This design comes from an exercise in tuning for small area, a short achievable clock period and few clock cycles on the open sky130 flow, not from production work. In this exercise RTL edits were held to simulation tests only and were not proved equivalent to the original.

--- design/flow/flow/run.sh ---
#!/bin/bash
# The standard layout (the standard.sh: its synthesis, floorplan, power grid,
# placement, CTS and routing unchanged), with one difference: the buffers that
# placement puts on every input and output port are sky130_fd_sc_hd__buf_1
# cells instead of the default delay-cell buffers.
set -euo pipefail
export BUFFER_PORTS_ARGS="-buffer_cell sky130_fd_sc_hd__buf_1"
bash standard.sh finish > flow_make.log 2>&1
--- design/flow/standard.sh ---
#!/bin/bash
# synth_recipe.tcl (not shown) runs the flow's synth.tcl, then flattens the netlist and writes it again
# the make line also repeats each setting of config.mk as NAME=value (left out here)
make -C /OpenROAD-flow-scripts/flow DESIGN_CONFIG=/design/flow/config.mk WORK_HOME=/design/flow/orfs CLKGATE_MAP_FILE= SYNTH_SCRIPT=/design/flow/synth_recipe.tcl "${@:-finish}"
--- design/flow/config.mk ---
export PLATFORM = sky130hd
export DESIGN_NAME = agu_tile_stream
export DESIGN_NICKNAME = agu_tile_stream
export VERILOG_FILES = /design/flow/design.v
export SDC_FILE = /design/flow/constraint.sdc
export NUM_CORES = 4
export LEC_CHECK = 0
export ABC_AREA = 1
export CAP_MARGIN = 20
export CORE_MARGIN = 2
export CORE_UTILIZATION = 55
export CTS_CLUSTER_DIAMETER = 80
export CTS_CLUSTER_SIZE = 30
export PLACE_DENSITY = 0.7
export SETUP_SLACK_MARGIN = 5
export SLEW_MARGIN = 20
--- design/flow/constraint.sdc ---
create_clock -name core_clock -period 13.5 [get_ports {clk}]
set_input_delay 2.7000 -clock core_clock [delete_from_list [all_inputs] [get_ports {clk}]]
set_output_delay 2.7000 -clock core_clock [all_outputs]
set_load 0.01 [all_outputs]
--- design/flow/design.v ---
module agu_tile_stream #(
  parameter int                    ADDR_WIDTH = 32,
  parameter int                    IDX_WIDTH  = 16,
  parameter int                    LANES      = 4,
  parameter int                    FIFO_DEPTH = 4,
  parameter logic [ADDR_WIDTH-1:0] NULL_ADDR  = '1
) (
  input  logic                  clk,
  input  logic                  rst,
  input  logic                  cfg_valid_i,
  output logic                  cfg_ready_o,
  input  logic [IDX_WIDTH-1:0]  mat_m_i, mat_k_i, mat_n_i,
  input  logic [IDX_WIDTH-1:0]  tm_i, tn_i, tk_i,
  input  logic [ADDR_WIDTH-1:0] base_a_i, base_b_i, base_c_i,
  input  logic [1:0]            elem_shift_i,
  input  logic                  tile_req_i,
  output logic                  tile_done_o,
  output logic                  all_tiles_done_o,
  output logic                  busy_o,
  output logic                  out_valid,
  input  logic                  out_ready,
  output logic [LANES*ADDR_WIDTH-1:0] out_addr,
  output logic [LANES-1:0]      out_null,
  output logic [1:0]            out_id,
  output logic                  out_last
);
  localparam int AW = ADDR_WIDTH;
  localparam int IW = IDX_WIDTH;
  localparam int SW = IW + 3;               
  localparam int LB = $clog2(LANES) + 3;    
  localparam int HW = AW - LB;
  localparam logic [1:0] SEG_A = 2'd0, SEG_B = 2'd1, SEG_C = 2'd2;
  logic busy_q, init_q, armed_q, run_q, done_q, last_q;
  logic [1:0]    seg_q, sh_q;
  logic          lk_q, lm_q;                
  logic          ce_q, re_q;                
  logic [IW-1:0] k_q, n_q, tm_q, tn_q, tk_q;
  logic [IW-1:0] rm_q, rn_q, rk_q, ko_q, no_q;
  logic [IW-1:0] rr_q, rc_q;                
  logic [AW-1:0] p_q, r_q, am_q, bk_q, bb_q, cm_q;
  logic cfg_acc, zero_cfg, valid, pop, adv;
  logic last_m, last_n, last_k, walk_end;
  logic [IW-1:0] em, en, ek;
  logic [IW:0]   dm, dn, dk;
  assign cfg_acc  = cfg_valid_i & ~busy_q;
  assign zero_cfg = (mat_m_i == '0) | (mat_k_i == '0) | (mat_n_i == '0) |
                    (tm_i == '0) | (tn_i == '0) | (tk_i == '0);
  assign dm     = {1'b0, rm_q} - {1'b0, tm_q};
  assign dn     = {1'b0, rn_q} - {1'b0, tn_q};
  assign dk     = {1'b0, rk_q} - {1'b0, tk_q};
  assign last_m = dm[IW] | (dm[IW-1:0] == '0);
  assign last_n = dn[IW] | (dn[IW-1:0] == '0);
  assign last_k = dk[IW] | (dk[IW-1:0] == '0);
  assign em     = last_m ? rm_q : tm_q;
  assign en     = last_n ? rn_q : tn_q;
  assign ek     = last_k ? rk_q : tk_q;
  assign walk_end = (seg_q == SEG_C) & lm_q & last_n;
  assign valid = run_q | (armed_q & tile_req_i);
  assign pop   = valid & out_ready;
  assign adv   = pop | init_q;
  assign out_valid        = valid;
  assign tile_done_o      = out_ready & last_q;
  assign cfg_ready_o      = ~busy_q;
  assign busy_o           = busy_q;
  assign all_tiles_done_o = done_q;
  assign out_id           = seg_q;
  assign out_last         = last_q;
  localparam int GN = (HW + 3) / 4;
  logic [HW-1:0]               hi, t;
  logic [GN-1:0]               gf_q;
  logic [LANES-1:1]            c_q, nul_q;
  logic [LANES-1:1][LB-1:0]    lo_q;
  assign hi = p_q[AW-1:LB];
  always_comb begin
    for (int i = 0; i < HW; i++) begin
      t[i] = 1'b1;
      for (int j = 0; j < i / 4; j++) t[i] = t[i] & gf_q[j];
      for (int b = (i / 4) * 4; b < i; b++) t[i] = t[i] & hi[b];
    end
  end
  assign out_null[0]      = 1'b0;
  assign out_addr[AW-1:0] = p_q;
  for (genvar l = 1; l < LANES; l++) begin : g_lane
    assign out_null[l]          = nul_q[l];
    assign out_addr[l*AW +: AW] = nul_q[l] ? NULL_ADDR : {hi ^ (t & {HW{c_q[l]}}), lo_q[l]};
  end
  localparam int EV_START = 0, EV_INROW = 1, EV_ROW = 2, EV_TOB = 3, EV_TOC = 4;
  logic [4:0]    ev_q, ev_n;
  logic          start, inrow, rowadv, to_b, to_c, ce_n, re_n, lk_n, last_n_beat;
  logic [1:0]    seg_n;
  logic [IW-1:0] y, w_n, h_n;
  logic [SW-1:0] y_s, z_s;
  logic [AW-1:0] x, madd, uadd;
  logic [GN-1:0] gf_n;
  logic [LANES-1:1] c_n, nul_n;
  logic [LANES-1:1][LB-1:0] lo_n;
  logic [IW-1:0] rc_n;
  assign start  = ev_q[EV_START];
  assign inrow  = ev_q[EV_INROW];
  assign rowadv = ev_q[EV_ROW];
  assign to_b   = ev_q[EV_TOB];
  assign to_c   = ev_q[EV_TOC];
  always_comb begin
    x = ({AW{start}} & am_q) | ({AW{inrow}} & p_q) | ({AW{rowadv}} & r_q) |
        ({AW{to_b}} & bk_q) | ({AW{to_c}} & cm_q);
    y = ({IW{start}} & ko_q) | ({IW{inrow}} & IW'(LANES)) |
        ({IW{rowadv & (seg_q == SEG_A)}} & k_q) | ({IW{rowadv & (seg_q != SEG_A)}} & n_q) |
        ({IW{to_b | to_c}} & no_q);
  end
  assign y_s  = SW'(y) << sh_q;
  assign madd = x + AW'(y_s);
  always_comb begin
    logic [4*GN-1:0] h;
    h = {{(4*GN-HW){1'b1}}, madd[AW-1:LB]};
    for (int j = 0; j < GN; j++) gf_n[j] = &h[4*j +: 4];
  end
  for (genvar l = 1; l < LANES; l++) begin : g_carry
    logic [LB:0] lo;
    assign lo     = {1'b0, madd[LB-1:0]} + ((LB+1)'(l) << sh_q);
    assign c_n[l]  = lo[LB];
    assign lo_n[l] = lo[LB-1:0];
    assign nul_n[l] = (rc_n[IW-1:2] == '0) & (rc_n[1:0] <= 2'(l));
  end
  assign z_s  = SW'((seg_q == SEG_A) ? rk_q : rn_q) << sh_q;
  assign uadd = r_q + AW'(z_s);
  always_comb begin
    seg_n = seg_q; lk_n = lk_q;
    w_n = (seg_q == SEG_A) ? ek : en;
    h_n = rr_q - IW'(1);
    if (start)     begin seg_n = SEG_A; w_n = ek; h_n = em; end
    else if (to_b) begin seg_n = SEG_B; w_n = en; h_n = ek; lk_n = last_k; end
    else if (to_c) begin seg_n = SEG_C; w_n = en; h_n = em; end
  end
  assign rc_n = inrow ? rc_q - IW'(LANES) : w_n;
  assign ce_n = inrow ? (rc_q <= IW'(2*LANES)) : (w_n <= IW'(LANES));
  assign re_n = inrow ? re_q : (h_n == IW'(1));
  assign last_n_beat = ce_n & re_n & ((seg_n == SEG_C) | ((seg_n == SEG_B) & ~lk_n));
  always_comb begin
    ev_n = '0;
    if (last_n_beat)           ev_n[EV_START] = 1'b1;
    else if (!ce_n)            ev_n[EV_INROW] = 1'b1;
    else if (!re_n)            ev_n[EV_ROW]   = 1'b1;
    else if (seg_n == SEG_A)   ev_n[EV_TOB]   = 1'b1;
    else                       ev_n[EV_TOC]   = 1'b1;
  end
  always_ff @(posedge clk or posedge rst) begin
    if (rst) begin
      busy_q <= 1'b0; init_q <= 1'b0; armed_q <= 1'b0; run_q <= 1'b0;
      done_q <= 1'b0; last_q <= 1'b0;
    end else if (cfg_acc) begin
      busy_q <= ~zero_cfg; init_q <= ~zero_cfg; armed_q <= 1'b0; run_q <= 1'b0;
      done_q <= zero_cfg; last_q <= 1'b0;
    end else begin
      init_q <= 1'b0;
      if (init_q) armed_q <= 1'b1;
      if (busy_q & tile_req_i) run_q <= 1'b1;
      if (adv) last_q <= last_n_beat;
      if (pop & last_q) begin
        run_q <= 1'b0;
        if (walk_end) begin busy_q <= 1'b0; armed_q <= 1'b0; done_q <= 1'b1; end
      end
    end
  end
  always_ff @(posedge clk) begin
    if (!busy_q) begin
      k_q <= mat_k_i; n_q <= mat_n_i; tm_q <= tm_i; tn_q <= tn_i; tk_q <= tk_i;
      sh_q <= elem_shift_i;
      rm_q <= mat_m_i; rn_q <= mat_n_i; rk_q <= mat_k_i; ko_q <= '0; no_q <= '0;
      am_q <= base_a_i; bk_q <= base_b_i; bb_q <= base_b_i; cm_q <= base_c_i;
      ev_q <= 5'(1 << EV_START);
    end else if (adv) begin
      p_q <= madd; gf_q <= gf_n; c_q <= c_n; lo_q <= lo_n; nul_q <= nul_n; ev_q <= ev_n;
      rc_q <= rc_n;
      if (!inrow) begin r_q <= madd; rr_q <= h_n; end
      seg_q <= seg_n; lk_q <= lk_n; ce_q <= ce_n; re_q <= re_n;
      if (last_q) begin
        if (lk_q) begin
          rn_q <= last_n ? n_q : dn[IW-1:0];
          no_q <= last_n ? '0 : no_q + tn_q;
        end
        if (lk_q & last_n) cm_q <= uadd;
        if (~lk_q) bk_q <= uadd;
      end
      if (to_b) begin
        rk_q <= last_k ? k_q : dk[IW-1:0];
        ko_q <= last_k ? '0 : ko_q + tk_q;
        if (last_n & last_k) am_q <= uadd;
      end
      if (to_c) begin
        lm_q <= last_m;
        bk_q <= bb_q;
        if (last_n) rm_q <= dm[IW-1:0];
      end
    end
  end
endmodule
==> results of run 1 <==
## worst max-delay path by stage
stage                     slack [ps]  depth (start not counted)  startpoint            end
after global routing            7350                         16     gf_q[0]   out_addr[60]
after detailed placement        7330                          9  tile_req_i       no_q[11]
after CTS                       7690                         16     gf_q[0]  out_addr[124]
after global placement          7420                          9  tile_req_i       no_q[11]
final                           7580                         16     gf_q[0]  out_addr[124]
after floorplan                 5430                          7  tile_req_i         r_q[0]
## area by class of cell
class	instances	area share
inverters	485	0.05792
multi-input cells	2623	0.4415
well taps	680	0.02696
repair buffers	362	0.04642
flip-flops and latches	427	0.3938
clock buffers	28	0.02153
clock inverters	22	0.01197
## cell usage after synthesis (all sizes together), types with 3 or more instances
| master | n | area, sq um |
|---|---|---|
| nand2 | 1078 | 4081 |
| inv | 482 | 1809 |
| edfxtp | 384 | 11530 |
| nor2 | 292 | 1111 |
| o21ai | 271 | 1360 |
| nand3 | 233 | 1239 |
| a21oi | 147 | 735.7 |
| ha | 137 | 1714 |
| clkbuf | 87 | 326.6 |
| xor2 | 67 | 586.8 |
| xnor2 | 44 | 385.4 |
| o211ai | 43 | 322.8 |
| a221oi | 37 | 324.1 |
| dfxtp | 37 | 740.7 |
| nand4 | 36 | 225.2 |
| or2 | 36 | 225.2 |
| o22ai | 31 | 193.9 |
| buf | 29 | 175.2 |
| nor4 | 27 | 168.9 |
| nor3 | 25 | 140.1 |
| mux2i | 17 | 170.2 |
| o21bai | 14 | 123.9 |
| nand3b | 13 | 101.4 |
| a31oi | 10 | 62.56 |
| fa | 10 | 200.2 |
| a21o | 8 | 60.06 |
| a21boi | 7 | 56.30 |
| and2 | 7 | 43.79 |
| a22o | 6 | 52.55 |
| dfrtp | 6 | 150.1 |
| and3 | 4 | 25.02 |
| o21a | 4 | 30.03 |
| o32ai | 4 | 35.03 |
| clkinv | 3 | 11.26 |
| o31ai | 3 | 22.52 |
## flip-flops by register name (all words and copies together), names as in the netlist, 5 cells and up
signal  cells
am_q       32
bb_q       32
bk_q       32
cm_q       32
ev_q        5
gf_q        6
k_q        16
ko_q       16
lo_q       14
n_q        16
no_q       16
p_q        31
r_q        32
rc_q       16
rk_q       16
rm_q       16
rn_q       16
rr_q       16
tk_q       16
tm_q       16
tn_q       16
## worst max-delay path: cells and delay by family, from the launching register on
family,cells,cell delay [ps]
and+or+nand+nor,8,1290
DFF,1,450
AOI/OAI and AO/OA,2,230
buffers and inverters,6,640
## kinds of logic after synthesis
logic type / after synthesis
AND/OR/NAND/NOR: 1751
buffers and inverters: 601
AO/OA/AOI/OAI: 596
flip-flops: 427
adder cells (fa/ha/maj): 147
XOR/XNOR: 111
multiplexers: 17
other: 1
## layout by cell type, fill, tap and decap left out, types with 44 or more instances in the layout
cell type  instances
nand3_1          220
ha_1             137
xnor2_1           44
edfxtp_1         384
nor2_1           285
o21ai_0          257
a21oi_1          147
xor2_1            67
buf_1            337
inv_1            480
nand2_1         1068
## metal layers
metal / routed length, microns / GRT usage
met1: 39840 / 0.4802
met2: 41790 / 0.5322
met3: 8552 / 0.05427
met4: 2887 / 0.09996
met5: 10 / 0
## per-stage QoR
stage	worst slack, ps	hold slack, ps	utilization	area [sq um]
after global placement	7421	479.9	0.5934	30500
after global routing	7345	538.0	0.6140	31560
after detailed placement	7333	491.0	0.5934	30500
after CTS	7691	503.9	0.6139	31560
final	7584	505.0	0.6140	31560
after floorplan	5435	448.7	-	28640
==> results.json, run 1 <==
{
  "synth-compound-area-share": 0.1214,
  "antenna_left": 0,
  "hold_end": "ko_q[13]",
  "max_stage_delay_ps": 450,
  "synth-simple-area-share": 0.2570,
  "cts_inserted_buffers": 27,
  "synth_edf_count": 384,
  "synthArstFlopShare": 0.01405,
  "reg2reg_slack_ps": 7880,
  "cts_buffer_depth": 3,
  "crit_path_max_fanout": 6,
  "drive_gt1_frac": 0.03952,
  "die_w_microns": 232.2,
  "crit_path_frequent_cell": "nor2_1",
  "gp_congestion": 1.005,
  "die-height_microns": 232.2,
  "seq_area_sq_mm": 0.01243,
  "finalMaxSlewViolations": 0,
  "yosys.area_share.adder": 0.06684,
  "clk_latency_ps": 640,
  "dp.cells": 4577,
  "io_buffers": 337,
  "min_path_cells": 2,
  "ys.flop_type": "edfxtp_1",
  "cts-resized-gates": 0,
  "wl_mm": 93.08,
  "criticalPathCategory": "reg2out",
  "ys_seq_area_frac": 0.4337,
  "syn_avg_cell_area_sq_um": 7.845,
  "cpMaxStageDelayCell": "edfxtp_1",
  "cts_tree": "built",
  "cap_violations": 0,
  "grt_first_pass_wirelength_mm": 139.1,
  "synth_top_family_by_area": "simple AND/OR/NAND/NOR gates",
  "final_cells": 4627,
  "gr-total-overflow": 0,
  "start_util": 0.5572,
  "grt_pass1_vias": 24032,
  "end_kind": "output pin",
  "yosys_warnings": 1,
  "start_kind": "register",
  "diodes": 0,
  "syn_nets": 3997,
  "cts-root-buf": "clkbuf_16",
  "timing.rr.start": "seg_q[1]",
  "nets": 4272,
  "setup_viol_count_final": 0,
  "synth_xor_area_frac": 0.03394,
  "synth.distinct_cells": 62,
  "area_growth_pct": 10.20,
  "tns_ps": 0,
  "wl_per_cell_microns": 20.12,
  "r2r_end": "gf_q[5]",
  "syn_area_sq_mm": 0.02864,
  "fmax_mhz": 169.0,
  "die_area_sq_mm": 0.05392,
  "rows": 83,
  "first_pass_iters": 6,
  "vias": 26355,
  "worstPathArrival_ps": 3220,
  "ys_seq_elements": 427,
  "worstPathRequired_ps": 10800,
  "finalCritPeriodShare": 0.4382,
  "finalHoldViolations": 0,
  "core_area_sq_mm": 0.05141,
  "hp-class": "reg2reg",
  "clk_pin_slew_ps": 110,
  "grt_usage": 0.3380,
  "antenna_found_initial": 1,
  "worstHoldStart": "ko_q[13]",
  "multi_input_area_sq_mm": 0.01393,
  "post_drt_via_cell_ratio": 5.696,
  "relSlewSlack": 0.2625,
  "nFillCells": 4714,
  "synthCells": 3651,
  "synth_mux_area_frac": 0.005941,
  "cts_max_level": 1,
  "rsz0062_at_grt": "false",
  "detail_route.iter0.violations": 2872,
  "fin_crit_ps": 5916,
  "io_pins": 339,
  "path_cells": "nand2_1 -> nor2_1 -> inv_1 -> nor2_1 -> inv_1 -> nor2_1 -> inv_1 -> nor2_1 -> inv_1 -> nor2_1 -> inv_1 -> nor2_1 -> nand2_1 -> a21oi_1 -> o21ai_0 -> buf_1",
  "drc": 0,
  "tightest_slew_ps": 1106,
  "rr_worst_depth": 25,
  "grt_max_degree": 202,
  "status": "timing/DRC/antenna clean",
  "numClockSinks": 427,
  "finalClockSkew_ps": 46.50,
  "cts_hold_buf": 0,
  "place_hpwl_mm": 71.83,
  "post-cts-setup-buffer-count": 0
}
Testbench counts, summed over its fixed seeds: cycles 105,238.
==> inputs of run 2 (changes only) <==
--- a/design/flow/config.mk
+++ b/design/flow/config.mk
@@ -10,6 +10,4 @@
 export CORE_MARGIN = 2
 export CORE_UTILIZATION = 55
-export CTS_CLUSTER_DIAMETER = 80
-export CTS_CLUSTER_SIZE = 30
 export PLACE_DENSITY = 0.7
 export SETUP_SLACK_MARGIN = 5
==> run 2 against run 1 <==
Still clean. Worst hold slack improved by 2.3 ps. Critical path type unchanged. Highest routed layer unchanged. Critical endpoint unchanged. Fmax up 0.16%. Sequential share of layout area decreased by 0.63 points. Clock skew shrank 21 ps.
==> results.json, run 2 <==
{
  "status": "timing/DRC/antenna clean",
  "layout_common_cells": "1068 x nand2_1, 480 x inv_1, 384 x edfxtp_1, 337 x buf_1, 285 x nor2_1",
  "gr-usage-met2": 0.5340,
  "cts-root-buf": "clkbuf_16",
  "syn_area_sq_mm": 0.02864,
  "grt_max_degree": 202,
  "die-height_microns": 232.2,
  "grt_busiest_layer": "met2",
  "cts_tree": "built",
  "cts_buffer_depth": 3,
  "worstPathRequired_ps": 10800,
  "fin_crit_ps": 5907,
  "worstHoldStart": "ko_q[5]",
  "ys_seq_elements": 427,
  "setup_slack_ps": 7593,
  "vias": 26650,
  "finalMaxSlewViolations": 0,
  "place_hpwl_mm": 71.83,
  "place_ws_ps": 7333,
  "numClockSinks": 427,
  "crit_start": "gf_q[0]",
  "ys.flop_type": "edfxtp_1",
  "antenna_left": 0,
  "rsz0062_at_grt": "false",
  "max_stage_delay_ps": 430,
  "tightest_slew_ps": 1087,
  "grtUsageMet3": 0.05980,
  "final_common_cell": "nand2_1",
  "synthArstFlopShare": 0.01405,
  "wl_mm": 94.03,
  "start_util": 0.5572,
  "synth.distinct_cells": 62,
  "synth_edf_count": 384,
  "io_buffers": 337,
  "grt_pass1_vias": 24309,
  "crit_path_frequent_cell": "nor2_1",
  "nets": 4293,
  "grt_first_pass_wirelength_mm": 140.4,
  "io_pins": 339,
  "grt_use_met1": 0.4795,
  "cts_inserted_buffers": 48,
  "cap_violations": 0,
  "core_area_sq_mm": 0.05141,
  "timing.rr.start": "seg_q[1]",
  "grt_usage": 0.3425,
  "path_cells": "nand2_1 -> nor2_1 -> inv_1 -> nor2_1 -> inv_1 -> nor2_1 -> inv_1 -> nor2_1 -> inv_1 -> nor2_1 -> inv_1 -> nor2_1 -> nand2_1 -> a21oi_1 -> o21ai_0 -> buf_1",
  "final_design_area_no_fill_sq_mm": 0.03208,
  "synth_top_area_frac": 0.4026,
  "detail_route.iter0.violations": 2766,
  "worstPathArrival_ps": 3210,
  "diodes": 0,
  "yosysMostFrequentCell": "nand2_1",
  "hp-class": "reg2reg",
  "seq_area_sq_mm": 0.01243,
  "clk_latency_ps": 610,
  "whs_ps": 507.3,
  "antenna_found_initial": 1,
  "relSlewSlack": 0.2755,
  "criticalPathCategory": "reg2out",
  "area_growth_pct": 12.00,
  "die_w_microns": 232.2,
  "gr-total-overflow": 0,
  "crit_path_max_fanout": 6,
  "nFillCells": 4656,
  "finalClockSkew_ps": 25.77,
  "finalHoldViolations": 0,
  "syn_avg_cell_area_sq_um": 7.845,
  "cts_max_level": 2,
  "synthTopCellsByArea": "edfxtp_1 40%, nand2_1 14%, inv_1 6.3%, ha_1 6.0%, o21ai_0 4.5%",
  "tns_ps": 0,
  "start_kind": "register",
  "gp_congestion": 1.005,
  "yosys_warnings": 1,
  "fmax_mhz": 169.3,
  "cpMaxStageDelayCell": "edfxtp_1",
  "cts_hold_buf": 0,
  "die_area_sq_mm": 0.05392,
  "setup_viol_count_final": 0,
  "ys_seq_area_frac": 0.4337,
  "drc": 0,
  "placed_cell_area_sq_mm": 0.03050,
  "first_pass_iters": 10,
  "dp.cells": 4577,
  "clk_pin_slew_ps": 60,
  "multi_input_area_sq_mm": 0.01393,
  "end_kind": "output pin",
  "finalCritPeriodShare": 0.4375,
  "final_cells": 4666,
  "drive_gt1_frac": 0.04641,
  "syn_nets": 3997,
  "post_drt_via_cell_ratio": 5.712,
  "synthCells": 3651,
  "cts-resized-gates": 0,
  "synth_area_leader_cell": "edfxtp_1",
  "post-cts-setup-buffer-count": 0,
  "yosys-top-cells-count": "1068 x nand2_1, 481 x inv_1, 384 x edfxtp_1",
  "wl_per_cell_microns": 20.15,
  "rows": 83,
  "reg2reg_slack_ps": 7920
}
[run 2: routing by layer]
layer  wire length (microns)  vias to the layer above  share of wire
met4                    3413                        2          0.036
met2                   41760                     1258           0.44
li1                        -                    12801              -
met1                   40080                    12409           0.43
met5                      10                        -        0.00011
met3                    8772                      180          0.093
[run 2: kinds of logic (layout without fill, tap and decap cells)]
group                    count (synthesis)  count (layout)  synth area share
AO/OA/AOI/OAI                          596             596            0.1214
XOR/XNOR                               111             111           0.03394
adder cells (fa/ha/maj)                147             147           0.06684
buffers and inverters                  601             936           0.08108
flip-flops                             427             427            0.4337
multiplexers                            17              17          0.005941
other                                    1               1         0.0001309
AND/OR/NAND/NOR                       1751            1751            0.2570
[run 2: metrics by stage]
| step | util |
|---|---|
| 4_1_cts | 0.6240 |
| 3_3_place_gp | 0.5934 |
| 3_5_place_dp | 0.5934 |
| 6_report | 0.6240 |
| 2_1_floorplan | - |
| 5_1_grt | 0.6240 |
[run 2: area by class of cell]
class	instances	share of cell area
clock buffer	52	0.03889
clock inverter	37	0.01018
multi-input combinational	2623	0.4343
timing repair buffer	362	0.04567
inverter	485	0.05698
sequential	427	0.3874
tap	680	0.02652
[run 2: worst paths after layout]
path | to | depth (start not counted)
hold / removal | ko_q[5] | 2
max in group asynchronous | busy_q | 2
setup reg to reg | gf_q[5] | 25
hold reg to reg | ko_q[5] | 2
setup / recovery | out_addr[124] | 16
min in group asynchronous | armed_q | 2
[run 2: worst max-delay path: cells and delay by family (launching register included)]
kind                   cells  cell delay (ps)
and+or+nand+nor            8             1300
buffers and inverters      6              660
DFF                        1              430
AOI/OAI and AO/OA          2              230
==> inputs of run 3 (changes only) <==
--- a/design/flow/config.mk
+++ b/design/flow/config.mk
@@ -10,4 +10,6 @@
 export CORE_MARGIN = 2
 export CORE_UTILIZATION = 55
+export CTS_CLUSTER_DIAMETER = 100
+export CTS_CLUSTER_SIZE = 20
 export PLACE_DENSITY = 0.7
 export SETUP_SLACK_MARGIN = 5
==> run 3 against run 2 <==
Register-to-register slack got worse by 60 ps. Count of clock-buffer cells in the layout down 9. Synthesized cell count is the same. Clock skew grew 15 ps. Largest cell class unchanged.
==> results.json, run 3 <==
{
  "final_common_cell": "nand2_1",
  "grt_usage": 0.3378,
  "core_area_sq_mm": 0.05141,
  "post_drt_via_cell_ratio": 5.714,
  "syn_avg_cell_area_sq_um": 7.845,
  "die_w_microns": 232.2,
  "yosys-top-cells-count": "1068 x nand2_1, 481 x inv_1, 384 x edfxtp_1",
  "setup_viol_count_final": 0,
  "clk_pin_slew_ps": 90,
  "tns_ps": 0,
  "antenna_left": 0,
  "status": "timing/DRC/antenna clean",
  "die_area_sq_mm": 0.05392,
  "finalMaxSlewViolations": 0,
  "tightest_slew_ps": 1088,
  "clk_latency_ps": 610,
  "io_buffers": 337,
  "placed_cell_area_sq_mm": 0.03050,
  "synth_edf_count": 384,
  "yosysMostFrequentCell": "nand2_1",
  "die-height_microns": 232.2,
  "io_pins": 339,
  "drc": 0,
  "worstPathArrival_ps": 3210,
  "fmax_mhz": 169.2,
  "start_util": 0.5572,
  "antenna_found_initial": 1,
  "diodes": 0,
  "place_hpwl_mm": 71.83,
  "vias": 26428,
  "cts_max_level": 1,
  "ys_seq_area_frac": 0.4337,
  "final_design_area_no_fill_sq_mm": 0.03128,
  "start_kind": "register",
  "area_growth_pct": 9.196,
  "syn_area_sq_mm": 0.02864,
  "cts_tree": "built",
  "grt_first_pass_wirelength_mm": 139.0,
  "synth_area_leader_cell": "edfxtp_1",
  "crit_path_max_fanout": 6,
  "wl_mm": 92.98,
  "synth_top_area_frac": 0.4026,
  "synthArstFlopShare": 0.01405,
  "synthTopCellsByArea": "edfxtp_1 40%, nand2_1 14%, inv_1 6.3%, ha_1 6.0%, o21ai_0 4.5%",
  "detail_route.iter0.violations": 2626,
  "cts-resized-gates": 0,
  "finalClockSkew_ps": 40.44,
  "relSlewSlack": 0.2749,
  "drive_gt1_frac": 0.03523,
  "layout_common_cells": "1068 x nand2_1, 480 x inv_1, 384 x edfxtp_1, 337 x buf_1, 285 x nor2_1",
  "gr-total-overflow": 0,
  "end_kind": "output pin",
  "hp-class": "reg2reg",
  "fin_crit_ps": 5909,
  "cts_inserted_buffers": 26,
  "yosys_warnings": 1,
  "cap_violations": 0,
  "final_cells": 4625,
  "rsz0062_at_grt": "false",
  "rows": 83,
  "cts_buffer_depth": 3,
  "synth.distinct_cells": 62,
  "finalCritPeriodShare": 0.4377,
  "ys_seq_elements": 427,
  "finalHoldViolations": 0,
  "syn_nets": 3997,
  "nets": 4271,
  "gp_congestion": 1.005,
  "wl_per_cell_microns": 20.10,
  "cts-root-buf": "clkbuf_16",
  "cts_hold_buf": 0,
  "criticalPathCategory": "reg2out",
  "synthCells": 3651,
  "post-cts-setup-buffer-count": 0,
  "grt_max_degree": 202,
  "numClockSinks": 427,
  "ys.flop_type": "edfxtp_1",
  "worstPathRequired_ps": 10800,
  "dp.cells": 4577,
  "first_pass_iters": 7,
  "grt_pass1_vias": 23961,
  "whs_ps": 512.3
}
## run 3: cell counts after synthesis
Identical to the previous run, type by type.
## run 3: logic make-up after synthesis
family / count (synthesis) / share of synthesized area
flops: 427 / 0.4337
buf+inv: 601 / 0.08108
xor+xnor: 111 / 0.03394
other cells: 1 / 0.0001309
fa+ha+maj: 147 / 0.06684
mux: 17 / 0.005941
compound gates: 596 / 0.1214
simple gates: 1751 / 0.2570
## run 3: layer usage
layer	share of wire	GRT usage
met3	0.096	0.04875
met1	0.43	0.4845
met4	0.032	0.09856
met5	0.00011	0
met2	0.45	0.5313
## run 3: path summary, 6_finish.rpt
| check | startpoint | to | slack, ps | depth (start not counted) |
|---|---|---|---|---|
| max reg2reg | seg_q[1] | gf_q[5] | 7860 | 25 |
| max | gf_q[0] | out_addr[124] | 7590 | 16 |
| max in group asynchronous | rst | busy_q | 11310 | 2 |
| min in group asynchronous | rst | init_q | 1970 | 2 |
| min | ko_q[13] | ko_q[13] | 510 | 2 |
| min reg2reg | ko_q[13] | ko_q[13] | 510 | 2 |
## run 3: worst max-delay path, cell delays in order, from the launching register on
cell,delay [ps]
edfxtp_1,440
nand2_1,90
nor2_1,310
inv_1,160
nor2_1,180
inv_1,80
nor2_1,140
inv_1,80
nor2_1,190
inv_1,100
nor2_1,130
inv_1,80
nor2_1,140
nand2_1,110
a21oi_1,140
o21ai_0,90
buf_1,150
## run 3: final cells by class
cell class	instances	area [sq um]
Multi-Input combinational cell	2623	13930
Clock inverter	5	55.05
Tap cell	680	850.8
Fill cell	4737	20130
Clock buffer	43	714.4
Sequential cell	427	12430
Timing Repair Buffer	362	1465
Inverter	485	1828
## run 3: per-stage QoR
| step | util | setup slack [ps] |
|---|---|---|
| finish | 0.6084 | 7591 |
| global route | 0.6084 | 7358 |
| CTS | 0.6083 | 7723 |
| detailed placement | 0.5934 | 7333 |
| global placement | 0.5934 | 7421 |
| floorplan | - | 5435 |
==> inputs of run 4 (changes only) <==
--- a/design/flow/design.v
+++ b/design/flow/design.v
@@ -42,14 +42,14 @@
   logic last_m, last_n, last_k, walk_end;
   logic [IW-1:0] em, en, ek;
-  logic [IW:0]   dm, dn, dk;
+  logic [IW-1:0] dm, dn, dk;
   assign cfg_acc  = cfg_valid_i & ~busy_q;
   assign zero_cfg = (mat_m_i == '0) | (mat_k_i == '0) | (mat_n_i == '0) |
                     (tm_i == '0) | (tn_i == '0) | (tk_i == '0);
-  assign dm     = {1'b0, rm_q} - {1'b0, tm_q};
-  assign dn     = {1'b0, rn_q} - {1'b0, tn_q};
-  assign dk     = {1'b0, rk_q} - {1'b0, tk_q};
-  assign last_m = dm[IW] | (dm[IW-1:0] == '0);
-  assign last_n = dn[IW] | (dn[IW-1:0] == '0);
-  assign last_k = dk[IW] | (dk[IW-1:0] == '0);
+  assign dm     = rm_q - tm_q;
+  assign dn     = rn_q - tn_q;
+  assign dk     = rk_q - tk_q;
+  assign last_m = rm_q <= tm_q;
+  assign last_n = rn_q <= tn_q;
+  assign last_k = rk_q <= tk_q;
   assign em     = last_m ? rm_q : tm_q;
   assign en     = last_n ? rn_q : tn_q;
@@ -176,5 +176,5 @@
       if (last_q) begin
         if (lk_q) begin
-          rn_q <= last_n ? n_q : dn[IW-1:0];
+          rn_q <= last_n ? n_q : dn;
           no_q <= last_n ? '0 : no_q + tn_q;
         end
@@ -183,5 +183,5 @@
       end
       if (to_b) begin
-        rk_q <= last_k ? k_q : dk[IW-1:0];
+        rk_q <= last_k ? k_q : dk;
         ko_q <= last_k ? '0 : ko_q + tk_q;
         if (last_n & last_k) am_q <= uadd;
@@ -190,5 +190,5 @@
         lm_q <= last_m;
         bk_q <= bb_q;
-        if (last_n) rm_q <= dm[IW-1:0];
+        if (last_n) rm_q <= dm;
       end
     end
--- a/design/flow/config.mk
+++ b/design/flow/config.mk
@@ -10,6 +10,4 @@
 export CORE_MARGIN = 2
 export CORE_UTILIZATION = 55
-export CTS_CLUSTER_DIAMETER = 100
-export CTS_CLUSTER_SIZE = 20
 export PLACE_DENSITY = 0.7
 export SETUP_SLACK_MARGIN = 5
==> run 4 against run 3 <==
Still clean. Non-clock buffer count rose by 3. Worst hold slack better by 15 ps. Final cell count shrank 4.8%. Via count shrank 0.63%. Sequential share of layout area up 0.12 points.
==> results.json, run 4 <==
{
  "status": "timing/DRC/antenna clean",
  "synth_top_area_frac": 0.4141,
  "place_hpwl_mm": 75.00,
  "syn_area_sq_mm": 0.02785,
  "drive_gt1_frac": 0.05255,
  "hp-class": "reg2reg",
  "synth.distinct_cells": 63,
  "finalClockSkew_ps": 12.30,
  "setup_viol_count_final": 0,
  "crit_start": "tile_req_i",
  "grt_pass1_vias": 24700,
  "end_kind": "output pin",
  "cts_inserted_buffers": 47,
  "layout_common_cells": "873 x nand2_1, 386 x inv_1, 384 x edfxtp_1, 337 x buf_1, 290 x o21ai_0",
  "synthTopCellsByArea": "edfxtp_1 41%, nand2_1 12%, ha_1 6.2%, inv_1 5.2%, o21ai_0 5.2%",
  "cp-endpoint": "out_valid",
  "placed_cell_area_sq_mm": 0.02963,
  "gp_congestion": 1.037,
  "drc": 0,
  "gr-total-overflow": 0,
  "rsz0062_at_grt": "false",
  "finalMaxSlewViolations": 0,
  "grt_first_pass_wirelength_mm": 146.0,
  "die_area_sq_mm": 0.05245,
  "ys_seq_area_frac": 0.4461,
  "worstPathArrival_ps": 3080,
  "nets": 4040,
  "rows": 82,
  "finalCritPeriodShare": 0.4279,
  "io_pins": 339,
  "core_area_sq_mm": 0.05007,
  "max_stage_delay_ps": 150,
  "grt_usage": 0.3658,
  "grt_max_degree": 99,
  "tns_ps": 0,
  "yosysMostFrequentCell": "nand2_1",
  "clk_pin_slew_ps": 60,
  "synthCells": 3397,
  "first_pass_iters": 6,
  "area_growth_pct": 11.95,
  "relSlewSlack": 0.3246,
  "reg2reg_slack_ps": 7980,
  "detail_route.iter0.violations": 2950,
  "cts_max_level": 2,
  "crit_path_max_fanout": 2,
  "criticalPathCategory": "in2out",
  "fmax_mhz": 173.1,
  "numClockSinks": 427,
  "post-cts-setup-buffer-count": 0,
  "worstPathRequired_ps": 10800,
  "ys_seq_elements": 427,
  "ys.flop_type": "edfxtp_1",
  "synthArstFlopShare": 0.01405,
  "start_kind": "input pin",
  "yosys-top-cells-count": "873 x nand2_1, 387 x inv_1, 384 x edfxtp_1",
  "rr_worst_depth": 15,
  "crit_path_frequent_cell": "buf_1",
  "tightest_slew_ps": 1007,
  "timing.rr.start": "sh_q[0]",
  "finalHoldViolations": 0,
  "yosys_warnings": 1,
  "die-height_microns": 229.0,
  "path_cells": "buf_1 -> a21o_1 -> buf_1",
  "synth_area_leader_cell": "edfxtp_1",
  "syn_nets": 3743,
  "syn_avg_cell_area_sq_um": 8.198,
  "start_util": 0.5562,
  "wl_mm": 97.57,
  "nFillCells": 4456,
  "cts_hold_buf": 0,
  "antenna_found_initial": 6,
  "cts-resized-gates": 0,
  "cpMaxStageDelayCell": "buf_1",
  "cts-root-buf": "clkbuf_16",
  "cts_tree": "built",
  "antenna_left": 0,
  "synth_edf_count": 384,
  "post_drt_via_cell_ratio": 5.965,
  "final_design_area_no_fill_sq_mm": 0.03117,
  "fin_crit_ps": 5777,
  "die_w_microns": 229.0,
  "io_buffers": 337,
  "cts_buffer_depth": 3,
  "clk_latency_ps": 600,
  "r2r_end": "p_q[30]",
  "wl_per_cell_microns": 22.16,
  "vias": 26262,
  "final_common_cell": "nand2_1",
  "cap_violations": 0
}
run 4: per-stage QoR:
step,utilization,std cells,hold slack [ps],setup slack [ps]
floorplan,-,3397,459.2,5345
global placement,0.5917,4316,492.9,7724
detailed placement,0.5918,4316,514.6,7739
CTS,0.6225,4401,529.1,7721
global route,0.6226,4402,551.4,7493
finish,0.6227,4403,527.6,7723
run 4: cell type report:
| class | instances | area [sq um] | share of cell area |
|---|---|---|---|
| inverters | 396 | 1499 | 0.04808 |
| clock buffers | 62 | 1304 | 0.04182 |
| flip-flops and latches | 427 | 12430 | 0.3986 |
| repair buffers | 365 | 1475 | 0.04732 |
| multi-input cells | 2457 | 13400 | 0.4297 |
| diodes | 1 | 2.502 | 0.00008027 |
| well taps | 672 | 840.8 | 0.02697 |
| clock inverters | 23 | 231.5 | 0.007425 |
run 4: cell families (layout without fill, tap and decap cells):
kind of cell             Yosys count  after routing  share of synthesized area
buffers and inverters            513            846                    0.07404
flip-flops                       427            427                     0.4461
multiplexers                      14             14                   0.005032
XOR/XNOR                         123            123                    0.03868
adder cells (fa/ha/maj)          147            147                    0.06874
AND/OR/NAND/NOR                 1502           1502                     0.2295
AO/OA/AOI/OAI                    670            670                     0.1378
other                              1              2                  0.0001347
run 4: worst max-delay path: cells and delay by family:
kind / cells / cell delay (ps)
buffers and inverters: 2 / 250
AO/OA/AOI/OAI: 1 / 130
run 4: layer usage:
layer	vias up	part of all wire	GRT usage
li1	12167	-	-
met1	12410	0.42	0.5182
met2	1460	0.43	0.5479
met3	215	0.12	0.08790
met4	10	0.037	0.1311
met5	-	0.00071	0
run 4: worst min-delay path by stage:
stage	start	to	cells past startpoint
after global placement	done_q	done_q	2
after global routing	bb_q[1]	bk_q[1]	2
final	init_q	armed_q	2
after detailed placement	init_q	armed_q	2
after CTS	init_q	armed_q	2
after floorplan	ko_q[13]	ko_q[13]	2
Testbench counts of run 4, summed over its fixed seeds: cycles 105,238.
==> inputs of run 5 (changes only) <==
--- a/design/flow/config.mk
+++ b/design/flow/config.mk
@@ -10,4 +10,6 @@
 export CORE_MARGIN = 2
 export CORE_UTILIZATION = 55
+export CTS_CLUSTER_DIAMETER = 150
+export CTS_CLUSTER_SIZE = 25
 export PLACE_DENSITY = 0.7
 export SETUP_SLACK_MARGIN = 5
==> run 5 against run 4 <==
Non-clock buffer count did not move. Global-route usage fell by 0.54 points. Synthesized cell count did not move. Final area fell by 2.9%. Still clean. Worst setup slack improved by 10 ps. Critical path type unchanged. Sequential share of layout area rose by 1.2 points. Wire length fell by 0.72%. Via count fell by 1.3%. Clock skew rose by 23 ps. Fmax rose by 0.18%.
==> results.json, run 5 <==
{
  "status": "timing/DRC/antenna clean",
  "synth_edf_count": 384,
  "criticalPathCategory": "in2out",
  "grt_pass1_vias": 24277,
  "tightest_slew_ps": 985.7,
  "crit_path_frequent_cell": "buf_1",
  "drive_gt1_frac": 0.04100,
  "die_area_sq_mm": 0.05245,
  "yosys_warnings": 1,
  "ys.flop_type": "edfxtp_1",
  "nets": 4014,
  "layout_common_cells": "873 x nand2_1, 386 x inv_1, 384 x edfxtp_1, 337 x buf_1, 290 x o21ai_0",
  "final_cells": 4357,
  "gr-total-overflow": 0,
  "crit_path_max_fanout": 2,
  "antenna_found_initial": 6,
  "start_util": 0.5562,
  "yosysMostFrequentCell": "nand2_1",
  "post_drt_via_cell_ratio": 5.951,
  "reg2reg_slack_ps": 8020,
  "worstPathArrival_ps": 3070,
  "nFillCells": 4541,
  "detail_route.iter0.violations": 2977,
  "finalMaxSlewViolations": 0,
  "max_stage_delay_ps": 150,
  "finalHoldViolations": 0,
  "die-height_microns": 229.0,
  "cts_hold_buf": 0,
  "ys_seq_area_frac": 0.4461,
  "cap_violations": 0,
  "gp_congestion": 1.037,
  "synth.distinct_cells": 63,
  "tns_ps": 0,
  "drc": 0,
  "synthArstFlopShare": 0.01405,
  "synthCells": 3397,
  "die_w_microns": 229.0,
  "rsz0062_at_grt": "false",
  "wl_met1_mm": 40.62,
  "grt_usage": 0.3605,
  "grt_first_pass_wirelength_mm": 144.3,
  "start_kind": "input pin",
  "grt_max_degree": 99,
  "final_common_cell": "nand2_1",
  "cpMaxStageDelayCell": "buf_1",
  "wl_met3_mm": 11.49,
  "cts_inserted_buffers": 21,
  "area_growth_pct": 8.672,
  "r2r_end": "p_q[30]",
  "fin_crit_ps": 5766,
  "cts-resized-gates": 0,
  "first_pass_iters": 6,
  "syn_area_sq_mm": 0.02785,
  "cts-root-buf": "clkbuf_16",
  "top_layer_used": "met5",
  "post-cts-setup-buffer-count": 0,
  "synthTopCellsByArea": "edfxtp_1 41%, nand2_1 12%, ha_1 6.2%, inv_1 5.2%, o21ai_0 5.2%",
  "yosys-top-cells-count": "873 x nand2_1, 387 x inv_1, 384 x edfxtp_1",
  "synth_area_leader_cell": "edfxtp_1",
  "rr_worst_depth": 15,
  "met2WireLength_mm": 41.27,
  "core_area_sq_mm": 0.05007,
  "path_cells": "buf_1 -> a21o_1 -> buf_1",
  "cts_buffer_depth": 3,
  "io_pins": 339,
  "syn_nets": 3743,
  "place_hpwl_mm": 75.00,
  "vias": 25928,
  "io_buffers": 337,
  "clk_pin_slew_ps": 100,
  "min_path_cells": 2,
  "worstHoldStart": "init_q",
  "rows": 82,
  "ys_seq_elements": 427,
  "fmax_mhz": 173.4,
  "finalCritPeriodShare": 0.4271,
  "hp-class": "reg2reg",
  "cts_tree": "built",
  "dp.cells": 4316,
  "cts_max_level": 1,
  "setup_viol_count_final": 0,
  "finalClockSkew_ps": 35.39,
  "wl_mm": 96.86,
  "worstPathRequired_ps": 10800,
  "hold_end": "armed_q",
  "timing.rr.start": "sh_q[0]",
  "wl_per_cell_microns": 22.23,
  "clk_latency_ps": 590,
  "numClockSinks": 427,
  "antenna_left": 0,
  "synth_top_area_frac": 0.4141,
  "syn_avg_cell_area_sq_um": 8.198,
  "end_kind": "output pin",
  "relSlewSlack": 0.3388
}
==> run 5: cell counts after synthesis <==
No cell type changed its count.
==> run 5: metal layers <==
metal / vias up / track usage
met1: 12269 / 0.5162
met5: - / 0
li1: 12081 / -
met4: 8 / 0.1116
met3: 199 / 0.08130
met2: 1371 / 0.5456
==> run 5: critical path, delay by kind of cell <==
family	cells	cell delay [ps]
buffers and inverters	2	240
AOI/OAI and AO/OA	1	130
==> run 5: how the worst max path moves through the flow <==
stage / from / to / slack, ps / cells past startpoint
3_5_place_dp: tile_req_i / out_valid / 7740 / 3
5_1_grt: gf_q[0] / out_addr[124] / 7510 / 16
2_1_floorplan: tile_req_i / r_q[0] / 5340 / 7
3_3_place_gp: out_ready / tile_done_o / 7720 / 4
4_1_cts: tile_req_i / out_valid / 7740 / 3
6_report: tile_req_i / out_valid / 7730 / 3
==> run 5: logic make-up (layout without fill, tap and decap cells) <==
family / Yosys count / in the layout / share of synthesized area
AND/OR/NAND/NOR: 1502 / 1502 / 0.2295
AO/OA/AOI/OAI: 670 / 670 / 0.1378
buffers and inverters: 513 / 799 / 0.07404
flip-flops: 427 / 427 / 0.4461
adder cells (fa/ha/maj): 147 / 147 / 0.06874
XOR/XNOR: 123 / 123 / 0.03868
multiplexers: 14 / 14 / 0.005032
other: 1 / 3 / 0.0001347
==> run 5: layout make-up <==
type / instances / area [sq um] / area share
antenna: 2 / 5.005 / 0.0001654
sequential: 427 / 12430 / 0.4106
clock inverter: 2 / 38.79 / 0.001282
inverter: 396 / 1499 / 0.04953
timing repair buffer: 365 / 1475 / 0.04874
clock buffer: 36 / 581.8 / 0.01923
multi-input combinational: 2457 / 13400 / 0.4426
tap: 672 / 840.8 / 0.02778
==> run 5: through the flow <==
stage	worst slack, ps	util	hold slack, ps	cell area (sq um)
after global routing	7514	0.6044	564.9	30260
after global placement	7724	0.5917	492.9	29630
after CTS	7737	0.6042	538.9	30250
after floorplan	5345	-	459.2	27850
after detailed placement	7739	0.5918	514.6	29630
final	7734	0.6044	534.3	30260
==> inputs of run 6 (changes only) <==
--- a/design/flow/config.mk
+++ b/design/flow/config.mk
@@ -6,10 +6,9 @@
 export NUM_CORES = 4
 export LEC_CHECK = 0
-export ABC_AREA = 1
 export CAP_MARGIN = 20
 export CORE_MARGIN = 2
 export CORE_UTILIZATION = 55
-export CTS_CLUSTER_DIAMETER = 150
-export CTS_CLUSTER_SIZE = 25
+export CTS_CLUSTER_DIAMETER = 100
+export CTS_CLUSTER_SIZE = 20
 export PLACE_DENSITY = 0.7
 export SETUP_SLACK_MARGIN = 5
==> run 6 against run 5 <==
Count of clock-buffer cells in the layout grew 8. Non-clock buffer count fell by 1. Synthesized area decreased by 0.89%.
==> results.json, run 6 <==
{
  "fmax_mhz": 169.1,
  "ys_seq_elements": 427,
  "die_area_sq_mm": 0.05199,
  "rsz0062_at_grt": "false",
  "cts_buffer_depth": 3,
  "cts_max_level": 1,
  "finalHoldViolations": 0,
  "synthArstFlopShare": 0.01405,
  "setup_viol_count_final": 0,
  "syn_avg_cell_area_sq_um": 9.978,
  "final_common_cell": "edfxtp_1",
  "crit_path_max_fanout": 23,
  "cts_hold_buf": 0,
  "setup_slack_ps": 7588,
  "drive_gt1_frac": 0.06080,
  "vias": 23516,
  "numClockSinks": 427,
  "path_buf_inv": 2,
  "synthTopCellsByArea": "edfxtp_1 42%, ha_1 6.2%, nand2_1 4.1%, a21oi_1 3.6%, xnor2_1 3.4%",
  "place_ws_ps": 7621,
  "syn_nets": 3112,
  "tightest_slew_ps": 1107,
  "multi_input_area_sq_mm": 0.01418,
  "worstPathRequired_ps": 13840,
  "drc": 0,
  "cts-root-buf": "clkbuf_16",
  "first_pass_iters": 8,
  "max_stage_delay_ps": 740,
  "yosys-top-cells-count": "384 x edfxtp_1, 304 x nand2_1, 201 x a21oi_1",
  "seq_area_sq_mm": 0.01243,
  "core_area_sq_mm": 0.04986,
  "path_cells": "inv_2 -> nand2_1 -> a222oi_1 -> mux2i_1 -> nand2_1 -> inv_1 -> ha_1 -> a21o_1 -> a21oi_1 -> o21bai_1 -> a2111oi_0 -> o41ai_1 -> a21o_1 -> a41o_1 -> nor2b_1 -> nand4_1 -> xnor2_1",
  "io_buffers": 337,
  "hp-class": "reg2reg",
  "io_pins": 339,
  "cp_top_family": "compound AO/OA/AOI/OAI gates",
  "cts-resized-gates": 0,
  "place_hpwl_mm": 67.42,
  "start_kind": "register",
  "synth.distinct_cells": 85,
  "ys.flop_type": "edfxtp_1",
  "die-height_microns": 228.0,
  "grt_first_pass_wirelength_mm": 134.9,
  "tns_ps": 0,
  "nFillCells": 4356,
  "criticalPathCategory": "reg2reg",
  "synthCells": 2766,
  "antenna_found_initial": 2,
  "synth_top_area_frac": 0.4178,
  "ys_seq_area_frac": 0.4501,
  "synth_edf_count": 384,
  "clk_latency_ps": 610,
  "fin_crit_ps": 5912,
  "syn_area_sq_mm": 0.02760,
  "reg2reg_slack_ps": 7590,
  "post_drt_via_cell_ratio": 6.325,
  "cts_tree": "built",
  "clk_pin_slew_ps": 90,
  "whs_ps": 528.6,
  "cpMaxStageDelayCell": "a222oi_1",
  "gp_congestion": 1.035,
  "fin_util": 0.6063,
  "detail_route.iter0.violations": 3051,
  "cts_inserted_buffers": 25,
  "end_kind": "register",
  "status": "timing/DRC/antenna clean",
  "grt_pass1_vias": 22199,
  "finalCritPeriodShare": 0.4379,
  "rows": 82,
  "layout_common_cells": "384 x edfxtp_1, 337 x buf_1, 304 x nand2_1, 198 x a21oi_1, 191 x nor2_1",
  "yosys_warnings": 1,
  "finalClockSkew_ps": 41.27,
  "die_w_microns": 228.0,
  "synth_area_leader_cell": "edfxtp_1",
  "worstPathArrival_ps": 6250,
  "area_growth_pct": 9.534,
  "antenna_left": 0,
  "grt_max_degree": 90,
  "gr-total-overflow": 0,
  "post-cts-setup-buffer-count": 0,
  "yosysMostFrequentCell": "edfxtp_1",
  "wl_per_cell_microns": 24.10,
  "finalMaxSlewViolations": 0,
  "nets": 3370,
  "grt_usage": 0.3357,
  "wl_mm": 89.60,
  "start_util": 0.5535,
  "relSlewSlack": 0.2621,
  "cap_violations": 0
}
-- run 6: cell count changes after synthesis, moves of 62 or more --
cell	previous run	this run
mux2i_1	14	76
nand3_1	184	58
nor2_1	267	195
nand2_1	873	304
inv_1	387	138
o21ai_0	290	93
-- run 6: cell type report --
| cell class | instances | share of cell area |
|---|---|---|
| clock inverters | 2 | 0.0005794 |
| multi-input cells | 2066 | 0.4691 |
| inverters | 140 | 0.01755 |
| well taps | 672 | 0.02781 |
| flip-flops and latches | 427 | 0.4111 |
| repair buffers | 364 | 0.04946 |
| clock buffers | 44 | 0.02409 |
| diodes | 3 | 0.0002483 |
-- run 6: metrics by stage --
step	instances	area, sq um
floorplan	2766	27600
global placement	3667	29430
detailed placement	3667	29430
CTS	3713	30180
global route	3717	30230
finish	3718	30230
-- run 6: logic make-up after synthesis --
| family | synth area share |
|---|---|
| and+or+nand+nor | 0.1541 |
| AOI/OAI and AO/OA | 0.1785 |
| DFF | 0.4501 |
| buffers and inverters | 0.03835 |
| xor gates and xnor gates | 0.05871 |
| adders and majority gates | 0.06936 |
| muxes | 0.05082 |
| other | 0.0001359 |
-- run 6: path summary, 6_finish.rpt --
path	startpoint	end	cells after the start
min in group asynchronous	rst	last_q	2
hold / removal	init_q	armed_q	1
max in group asynchronous	rst	busy_q	2
setup / recovery	ev_q[4]	p_q[31]	17
hold reg to reg	init_q	armed_q	1
setup reg to reg	ev_q[4]	p_q[31]	17
-- run 6: layer usage --
layer,wire length (microns),vias to the layer above,track usage,part of all wire
met3,7788,188,0.04238,0.087
met1,37630,11246,0.4740,0.42
met4,3961,0,0.1356,0.044
li1,-,10821,-,-
met5,0,-,0,0
met2,40220,1261,0.5275,0.45
==> inputs of run 7 (changes only) <==
--- a/design/flow/config.mk
+++ b/design/flow/config.mk
@@ -6,4 +6,5 @@
 export NUM_CORES = 4
 export LEC_CHECK = 0
+export ABC_AREA = 1
 export CAP_MARGIN = 20
 export CORE_MARGIN = 2
==> run 7 against run 6 <==
First-iteration DRC count increased by 0.79%. Final area rose by 0.69%. Clock skew decreased by 0.59 ps. Largest cell class unchanged. Still clean.
==> results.json, run 7 <==
{
  "grt_first_pass_wirelength_mm": 144.6,
  "io_buffers": 337,
  "gp_congestion": 1.037,
  "finalCritPeriodShare": 0.4270,
  "cts_hold_buf": 0,
  "worstPathArrival_ps": 3060,
  "wl_mm": 96.95,
  "fmax_mhz": 173.5,
  "criticalPathCategory": "in2out",
  "finalHoldViolations": 0,
  "core_area_sq_mm": 0.05007,
  "post_drt_via_cell_ratio": 5.970,
  "rsz0062_at_grt": "false",
  "grt_usage": 0.3610,
  "fin_util": 0.6080,
  "setup_viol_count_final": 0,
  "cts-resized-gates": 0,
  "start_util": 0.5562,
  "yosysMostFrequentCell": "nand2_1",
  "cap_violations": 0,
  "nets": 4019,
  "grt_max_degree": 99,
  "relSlewSlack": 0.3182,
  "area_growth_pct": 9.305,
  "syn_nets": 3743,
  "numClockSinks": 427,
  "die-height_microns": 229.0,
  "cts-root-buf": "clkbuf_16",
  "place_hpwl_mm": 75.00,
  "ys.flop_type": "edfxtp_1",
  "grt_pass1_vias": 24329,
  "wl_per_cell_microns": 22.21,
  "tightest_slew_ps": 1016,
  "status": "timing/DRC/antenna clean",
  "drive_gt1_frac": 0.04334,
  "yosys_warnings": 1,
  "synthArstFlopShare": 0.01405,
  "yosys-top-cells-count": "873 x nand2_1, 387 x inv_1, 384 x edfxtp_1",
  "syn_area_sq_mm": 0.02785,
  "io_pins": 339,
  "ys_seq_area_frac": 0.4461,
  "tns_ps": 0,
  "die_area_sq_mm": 0.05245,
  "hp-class": "reg2reg",
  "end_kind": "output pin",
  "worstPathRequired_ps": 10800,
  "placed_cell_area_sq_mm": 0.02963,
  "fin_crit_ps": 5764,
  "clk_pin_slew_ps": 90,
  "cts_buffer_depth": 3,
  "syn_avg_cell_area_sq_um": 8.198,
  "synthCells": 3397,
  "vias": 26060,
  "finalMaxSlewViolations": 0,
  "place_ws_ps": 7739,
  "drc": 0,
  "final_common_cell": "nand2_1",
  "detail_route.iter0.violations": 3075,
  "antenna_left": 0,
  "die_w_microns": 229.0,
  "cts_tree": "built",
  "cts_inserted_buffers": 26,
  "cts_max_level": 1,
  "start_kind": "input pin",
  "final_design_area_no_fill_sq_mm": 0.03044,
  "synth_top_area_frac": 0.4141,
  "setup_slack_ps": 7736,
  "synth_edf_count": 384,
  "layout_common_cells": "873 x nand2_1, 386 x inv_1, 384 x edfxtp_1, 337 x buf_1, 290 x o21ai_0",
  "clk_latency_ps": 610,
  "first_pass_iters": 9,
  "synthTopCellsByArea": "edfxtp_1 41%, nand2_1 12%, ha_1 6.2%, inv_1 5.2%, o21ai_0 5.2%",
  "finalClockSkew_ps": 40.69,
  "crit_path_max_fanout": 2,
  "whs_ps": 536.3,
  "gr-total-overflow": 0,
  "ys_seq_elements": 427,
  "rows": 82,
  "post-cts-setup-buffer-count": 0,
  "synth_area_leader_cell": "edfxtp_1",
  "synth.distinct_cells": 63,
  "antenna_found_initial": 6
}
## run 7: cell types whose count changed after synthesis, sizes merged, moves of 37 or more
cell / before / now
nand2: 304 / 890
inv: 139 / 392
o21ai: 96 / 319
nand3: 58 / 202
nor2: 195 / 274
mux2i: 77 / 14
nand2b: 56 / 0
mux2: 55 / 0
xnor2: 106 / 52
a222oi: 46 / 0
a211oi: 47 / 5
a21o: 56 / 14
a22oi: 38 / 0
and3: 42 / 5
## run 7: cell families after synthesis
kind of cell	Yosys count	synth area share
XOR/XNOR	123	0.03868
AO/OA/AOI/OAI	670	0.1378
AND/OR/NAND/NOR	1502	0.2295
multiplexers	14	0.005032
other	1	0.0001347
flip-flops	427	0.4461
buffers and inverters	513	0.07404
adder cells (fa/ha/maj)	147	0.06874
## run 7: area by class of cell
class	instances	area, sq um
flip-flops and latches	427	12430
multi-input cells	2457	13400
repair buffers	365	1475
fillers	4526	19630
inverters	396	1499
clock inverters	3	28.78
well taps	672	840.8
diodes	1	2.502
clock buffers	44	770.7
## run 7: path summary, 6_finish.rpt
kind	slack [ps]	cells past startpoint	to	start
max in group asynchronous	11290	2	busy_q	rst
hold / removal	540	2	armed_q	init_q
min in group asynchronous	2000	2	run_q	rst
setup / recovery	7740	3	out_valid	tile_req_i
setup reg to reg	7970	15	r_q[30]	sh_q[0]
hold reg to reg	540	2	armed_q	init_q
## run 7: through the flow
stage,cells
CTS,4363
finish,4365
detailed placement,4316
floorplan,3397
global placement,4316
global route,4365
## run 7: critical path, cell delays in order
cell	delay, ps
buf_1	90
a21o_1	120
buf_1	150
## run 7: per-layer routing
| metal | vias to the layer above | global-route usage | routed length (microns) |
|---|---|---|---|
| met4 | 8 | 0.1086 | 3344 |
| met5 | - | 0 | 55 |
| met1 | 12345 | 0.5177 | 40550 |
| met3 | 179 | 0.08242 | 11560 |
| met2 | 1431 | 0.5464 | 41440 |
| li1 | 12097 | - | - |
==> inputs of run 8 (changes only) <==
--- a/design/flow/config.mk
+++ b/design/flow/config.mk
@@ -12,4 +12,5 @@
 export CTS_CLUSTER_DIAMETER = 100
 export CTS_CLUSTER_SIZE = 20
+export GPL_TIMING_DRIVEN = 0
 export PLACE_DENSITY = 0.7
 export SETUP_SLACK_MARGIN = 5
==> run 8 against run 7 <==
Still clean. Final area rose by 1.8%. Worst hold slack worse by 31 ps. Final cell count up 2.4%. Clock skew shrank 12 ps. Critical endpoint is now p_q[31].
==> results.json, run 8 <==
{
  "grt_first_pass_wirelength_mm": 143.5,
  "die_w_microns": 229.0,
  "synth.distinct_cells": 63,
  "die_area_sq_mm": 0.05245,
  "place_hpwl_mm": 79.30,
  "whs_ps": 505.3,
  "path_cells": "clkbuf_1 -> inv_1 -> nor2_1 -> inv_1 -> o22ai_1 -> nor3_1 -> nand2_1 -> o21ai_0 -> o21ai_0 -> ha_1 -> nand2_1 -> nor2_1 -> nand2_1 -> inv_1 -> nand3_1 -> o221ai_1 -> nand2_1 -> inv_1 -> nand4_1 -> nor4_1 -> xnor2_1",
  "io_pins": 339,
  "seq_area_sq_mm": 0.01242,
  "gr-total-overflow": 0,
  "worstPathArrival_ps": 6930,
  "wl_mm": 97.73,
  "max_stage_delay_ps": 650,
  "synth-compound-area-share": 0.1378,
  "criticalPathCategory": "reg2reg",
  "post_drt_via_cell_ratio": 5.844,
  "wl_per_cell_microns": 21.87,
  "wl_met3_mm": 11.33,
  "place_ws_ps": 7223,
  "path_buf_inv": 5,
  "tns_ps": 0,
  "synth_edf_count": 384,
  "synth-simple-area-share": 0.2295,
  "worstPathRequired_ps": 13770,
  "ys_seq_area_frac": 0.4461,
  "core_area_sq_mm": 0.05007,
  "synthCells": 3397,
  "numClockSinks": 427,
  "grt_usage": 0.3643,
  "finalClockSkew_ps": 28.24,
  "ys_seq_elements": 427,
  "cts_inserted_buffers": 25,
  "synth_area_leader_cell": "edfxtp_1",
  "top_layer_used": "met5",
  "yosysMostFrequentCell": "nand2_1",
  "placed_cell_area_sq_mm": 0.03025,
  "gp_congestion": 1.018,
  "cpMaxStageDelayCell": "o22ai_1",
  "finalCritPeriodShare": 0.4934,
  "synth_top_area_frac": 0.4141,
  "post-cts-setup-buffer-count": 0,
  "yosys.area_share.adder": 0.06874,
  "fin_crit_ps": 6661,
  "rows": 82,
  "drive_gt1_frac": 0.04483,
  "rsz0062_at_grt": "false",
  "layout_common_cells": "873 x nand2_1, 385 x inv_1, 384 x edfxtp_1, 350 x buf_1, 290 x o21ai_0",
  "yosys_warnings": 1,
  "vias": 26113,
  "grt_max_degree": 53,
  "cts-resized-gates": 0,
  "synthTopCellsByArea": "edfxtp_1 41%, nand2_1 12%, ha_1 6.2%, inv_1 5.2%, o21ai_0 5.2%",
  "met2WireLength_mm": 41.53,
  "cts_max_level": 1,
  "end_kind": "register",
  "start_kind": "register",
  "cts_hold_buf": 0,
  "relSlewSlack": 0.2803,
  "cts_buffer_depth": 3,
  "nFillCells": 4636,
  "syn_nets": 3743,
  "crit_path_max_fanout": 10,
  "dp.cells": 4418,
  "status": "timing/DRC/antenna clean",
  "syn_area_sq_mm": 0.02785,
  "finalHoldViolations": 0,
  "clk_pin_slew_ps": 100,
  "cts-root-buf": "clkbuf_16",
  "final_common_cell": "nand2_1",
  "grt_pass1_vias": 23460
}
[run 8: cell counts after synthesis]
Identical to the previous run, type by type.
[run 8: logic make-up (layout without fill, tap and decap cells)]
group	after synthesis	count (layout)
xor+xnor	123	123
mux	14	14
fa+ha+maj	147	147
other cells	1	5
simple gates	1502	1502
flops	427	427
buf+inv	513	908
compound gates	670	670
[run 8: path summary, 6_finish.rpt]
path                            startpoint       to  slack (ps)  cells after the start
worst max-delay path               ev_q[2]  p_q[31]        6840                     21
worst min-delay path               ko_q[7]  ko_q[7]         510                      2
worst max register to register     ev_q[2]  p_q[31]        6840                     21
worst min register to register     ko_q[7]  ko_q[7]         510                      2
max in group asynchronous              rst    run_q       11280                      2
min in group asynchronous              rst   busy_q        2030                      2
[run 8: per-layer routing]
metal,up-vias,track usage
li1,12316,-
met1,12215,0.5353
met2,1433,0.5461
met3,147,0.06997
met4,2,0.1104
met5,-,0
[run 8: worst reg2reg max path, stage by stage (launching register included)]
cell and delay, ps:
dfxtp_1 440, clkbuf_1 480, inv_1 300, nor2_1 650
inv_1 370, o22ai_1 650, nor3_1 200, nand2_1 90
o21ai_0 110, o21ai_0 430, ha_1 300, nand2_1 90
nor2_1 150, nand2_1 100, inv_1 60, nand3_1 60
o221ai_1 420, nand2_1 220, inv_1 160, nand4_1 150
nor4_1 540, xnor2_1 330
[run 8: per-stage QoR]
stage | utilization
global route | 0.6186
floorplan | -
CTS | 0.6186
global placement | 0.5983
detailed placement | 0.6042
finish | 0.6188
[run 8: area by class of cell]
class | instances | area share
antenna | 4 | 0.0003231
inverter | 396 | 0.04814
clock buffer | 43 | 0.02237
buffer | 117 | 0.01862
timing repair buffer | 349 | 0.04907
tap | 672 | 0.02714
sequential | 427 | 0.4010
multi-input combinational | 2457 | 0.4325
clock inverter | 3 | 0.0008481

==> separate check: timing with driven ports <==
The results above use ideal ports. As a check the final layouts listed here were re-extracted and re-timed, cells and wires unchanged. Step 1 assumes that a clkbuf_16 drives the clock port and a buf_2 every other input. Step 2, shift: input delay + t, output delay - t, t = (earliest + latest rising clock arrival at the registers) / 2. This alone moves slack from input paths to output paths. Three values: ideal ports, drivers, drivers and shift; two values: the first two.
| run | t, ns | setup WS [ns] | hold WS [ns] | worst setup path after step 2 | worst register clock-pin slew, ns |
|---|---|---|---|---|---|
| run 1 | 0.680 | 7.584 / 7.518 / 7.357 | 0.505 / 0.505 / 0.505 | input to register | 0.11 / 0.11 |
| run 2 | 0.664 | 7.593 / 7.530 / 7.313 | 0.507 / 0.507 / 0.507 | input to register | 0.07 / 0.07 |
| run 3 | 0.657 | 7.591 / 7.527 / 7.360 | 0.512 / 0.512 / 0.512 | input to register | 0.09 / 0.09 |
| run 4 | 0.655 | 7.723 / 7.691 / 7.691 | 0.528 / 0.528 / 0.528 | input to output | 0.07 / 0.07 |
| run 5 | 0.635 | 7.734 / 7.708 / 7.708 | 0.534 / 0.534 / 0.534 | input to output | 0.12 / 0.12 |
| run 6 | 0.651 | 7.588 / 7.588 / 7.588 | 0.529 / 0.529 / 0.529 | register to register | 0.11 / 0.11 |
| run 7 | 0.651 | 7.736 / 7.709 / 7.709 | 0.536 / 0.536 / 0.536 | input to output | 0.10 / 0.10 |
| run 8 | 0.655 | 6.839 / 6.839 / 6.839 | 0.505 / 0.505 / 0.505 | register to register | 0.10 / 0.10 |
After both steps setup and hold are still met in every run listed. The setup slack of run 2, which loses most, moves by -0.063 ns with the drivers and by -0.280 ns with both steps.
